This design comes from an exercise in tuning for small area and a short achievable clock period on the open sky130 flow, not from production work.
In this exercise RTL edits were held to simulation tests only and were not proved equivalent to the original.
Power and IR drop assume default switching activity.

== run A ==
// mem_stage
module mem_stage (
    input  wire                       clk,
    input  wire                       rst_n,
    input  wire                       valid,
    input  mem_stage_pkg::mem_op_t    op,
    input  mem_stage_pkg::byte_addr_t addr,
    input  mem_stage_pkg::word_t      wdata,
    output mem_stage_pkg::word_t      rdata,
    output logic                      rdata_valid,
    output logic                      misaligned
);
Size: roughly 2100 flip-flops, ~81 I/O pins.
Settings: LEC_CHECK=0, CAP_MARGIN=20, CORE_MARGIN=2, CORE_UTILIZATION=64, SETUP_SLACK_MARGIN=2.5, SLEW_MARGIN=20; clock period 5.5 ns.
standard.sh (not shown) runs the stock make flow with config.mk's settings and CLKGATE_MAP_FILE= SYNTH_SCRIPT=/design/flow/synth_recipe.tcl, a recipe that flattens the netlist after the stock synthesis.
==> flow/flow/run.sh <==
#!/bin/bash
# Standard ORFS layout (standard synthesis) with these changes:
# - the resizer may swap a cell for one with a different footprint, so the
#   port buffers and other cells can be sized freely;
# - port buffers start as buf_2;
# - the pins of the misaligned check sit together (flow/io.tcl);
# - clock tree sinks are clustered in larger groups with smaller buffers,
#   and no dummy loads are added.
set -euo pipefail
bash standard.sh synth > synth.log 2>&1
bash standard.sh MATCH_CELL_FOOTPRINT=0 \
  "BUFFER_PORTS_ARGS=-buffer_cell sky130_fd_sc_hd__buf_2" \
  "PRE_IO_PLACEMENT_TCL=$PWD/flow/io.tcl" \
  "CTS_ARGS=-sink_clustering_enable -repair_clock_nets -sink_clustering_size 16 -sink_clustering_max_diameter 50 -dont_use_dummy_load -buf_list {sky130_fd_sc_hd__clkbuf_4 sky130_fd_sc_hd__clkbuf_8}" \
  finish > layout.log 2>&1
==> flow/flow/io.tcl <==
# Keep the pins of the combinational alignment check together, so that
# the input-to-output path of misaligned stays short.
set_io_pin_constraint -group -order -pin_names {op[3] op[2] op[1] op[0] valid addr[1] addr[0] misaligned}
The inputs of run B differ from those of run A as listed below.
Settings: changing CORE_UTILIZATION from 64 to 62; changing SETUP_SLACK_MARGIN from 2.5 to 2.6.
Overall power consumption of run A is on par with run B. Run B vs run A, category of the critical setup timing path: primary input to primary output vs primary input to flop. In run B relative to run A, routed wire length had gone up by a few percent. Relative to run A, share of power burned in combinational logic has gone up in run B.
For run C, these inputs were changed with respect to run B:
Settings: SETUP_SLACK_MARGIN: 2.6 -> 2.4.
### Flow results
- Between run B and run C, the flow reports number of gates given a new drive strength after cts decreasing by a little under 10%.
- From run B to run C the numbers moved as follows: die boundary width roughly the same, placed standard-cell area now smaller, overall routed net length saw a decrease, met3 demand-to-capacity share in global routing -1.9 points.
- Sort run B and run C by number of placed instances, taps included, ascending, and run B comes first.
- Against run B as the reference, run C delivers a lower power share of the combinational group.
- From run C to run B, post-detailed-route count of antenna-violating nets did not move at all.
- sky130_fd_sc_hd__buf_2 as the critical path's slowest cell was reported by run B, and sky130_fd_sc_hd__nor4_4 by run C.
Input changes introduced in run D (baseline for comparison: run C):
==> flow/flow/run.sh <==
#!/bin/bash
# Standard ORFS layout (standard synthesis) with these changes:
# - the resizer may swap a cell for one with a different footprint, so the
#   port buffers and other cells can be sized freely;
# - port buffers start as buf_2;
# - clock tree sinks are clustered in larger groups with smaller buffers,
#   and no dummy loads are added.
set -euo pipefail
bash standard.sh synth > synth.log 2>&1
bash standard.sh MATCH_CELL_FOOTPRINT=0 \
  "BUFFER_PORTS_ARGS=-buffer_cell sky130_fd_sc_hd__buf_2" \
  "CTS_ARGS=-sink_clustering_enable -repair_clock_nets -sink_clustering_size 16 -sink_clustering_max_diameter 50 -dont_use_dummy_load -buf_list {sky130_fd_sc_hd__clkbuf_4 sky130_fd_sc_hd__clkbuf_8}" \
  finish > layout.log 2>&1
removed: flow/flow/io.tcl
## What came out
- Run D and run C ended up with roughly the same total area of multi-input combinational cells.
- Of the two values seen for cell type of the slowest stage on the worst timing path, sky130_fd_sc_hd__buf_2 was produced by run D and sky130_fd_sc_hd__nor4_4 by run C.
- Diff run C -> run D: wire length -2.9 mm, maximum frequency +about 3.5%, post-placement cell area -about 0.6%, internal power contribution ~0 delta.
What run E does differently from run D at the input level:
Settings: CTS_BUF_LIST newly set to sky130_fd_sc_hd__clkbuf_4 sky130_fd_sc_hd__clkbuf_8; CTS_CLUSTER_SIZE newly set to 16; CTS_CLUSTER_DIAMETER newly set to 50.
==> flow/run.sh (new file) <==
#!/bin/bash
# synth_recipe.tcl (not shown) runs the flow's synth.tcl, then flattens the netlist and writes it again
# the make line also repeats each setting of config.mk as NAME=value (left out here)
make -C /OpenROAD-flow-scripts/flow DESIGN_CONFIG=/design/flow/config.mk WORK_HOME=/design/flow/orfs CLKGATE_MAP_FILE= SYNTH_SCRIPT=/design/flow/synth_recipe.tcl finish
removed: flow/flow/run.sh
removed: flow/standard.sh
## What came out
Of the two values seen for endpoint of the most critical setup path, misaligned was produced by run D and u_load_extract.rdata[13] by run E.
There was hardly any difference in wire length between run D and run E.
When run E is set beside run D, its final standard cell utilization of the core turns out to be 1.1 points larger.
Relative to run D, final area has gone up in run E.
In run E, non-clock buffer count is higher than in run D.
Re number of global-route vias before repair: run E is 162 up on run D.
Fraction of power consumed by sequential logic: lower on run E
Clock latency of the later-clocked register in the worst-skew pair essentially unchanged between run D and run E.
As far as number of flops mapped to enable cells by yosys goes, run E and run D are indistinguishable; the numbers are identical.
Summary of the comparison: detailed route wirelength on metal3 is lower in run E, relative to run D.
Comparing final-layout clock buffer total for run D and run E, the bigger number came from run E.

[separate check: timing with driven ports]
No port has a modelled driver above. Below, the same layouts with a new extraction and two added sets of constraints.
Step 1, drivers: a clkbuf_16 drives clk and a buf_2 each remaining input, both assumed.
Step 2 adds t to the input delays and takes it off the output delays; t is the mean of the earliest and latest rising clock arrival at the registers after step 1. Input paths then give back, and output paths get back, about the clock's delay inside the block.
Three values: no drivers, after step 1, after step 2; two values: the first two.
run	t, ns	setup slack, ns	clock arrival spread, ns	worst register clock-pin slew, ns
run A	1.029	2.296 / 2.075 / 1.046	0.093 / 0.094	0.11 / 0.11
run B	1.020	2.461 / 2.292 / 1.272	0.155 / 0.155	0.11 / 0.11
run C	1.026	2.202 / 2.090 / 1.065	0.115 / 0.115	0.11 / 0.11
run D	1.053	2.314 / 2.245 / 1.192	0.130 / 0.130	0.11 / 0.11
run E	1.047	2.192 / 2.151 / 1.104	0.056 / 0.056	0.11 / 0.11
After both steps every run listed still meets setup and hold. The setup slack of run A, which loses most, moves by -0.221 ns with the drivers and by -1.250 ns with both steps.
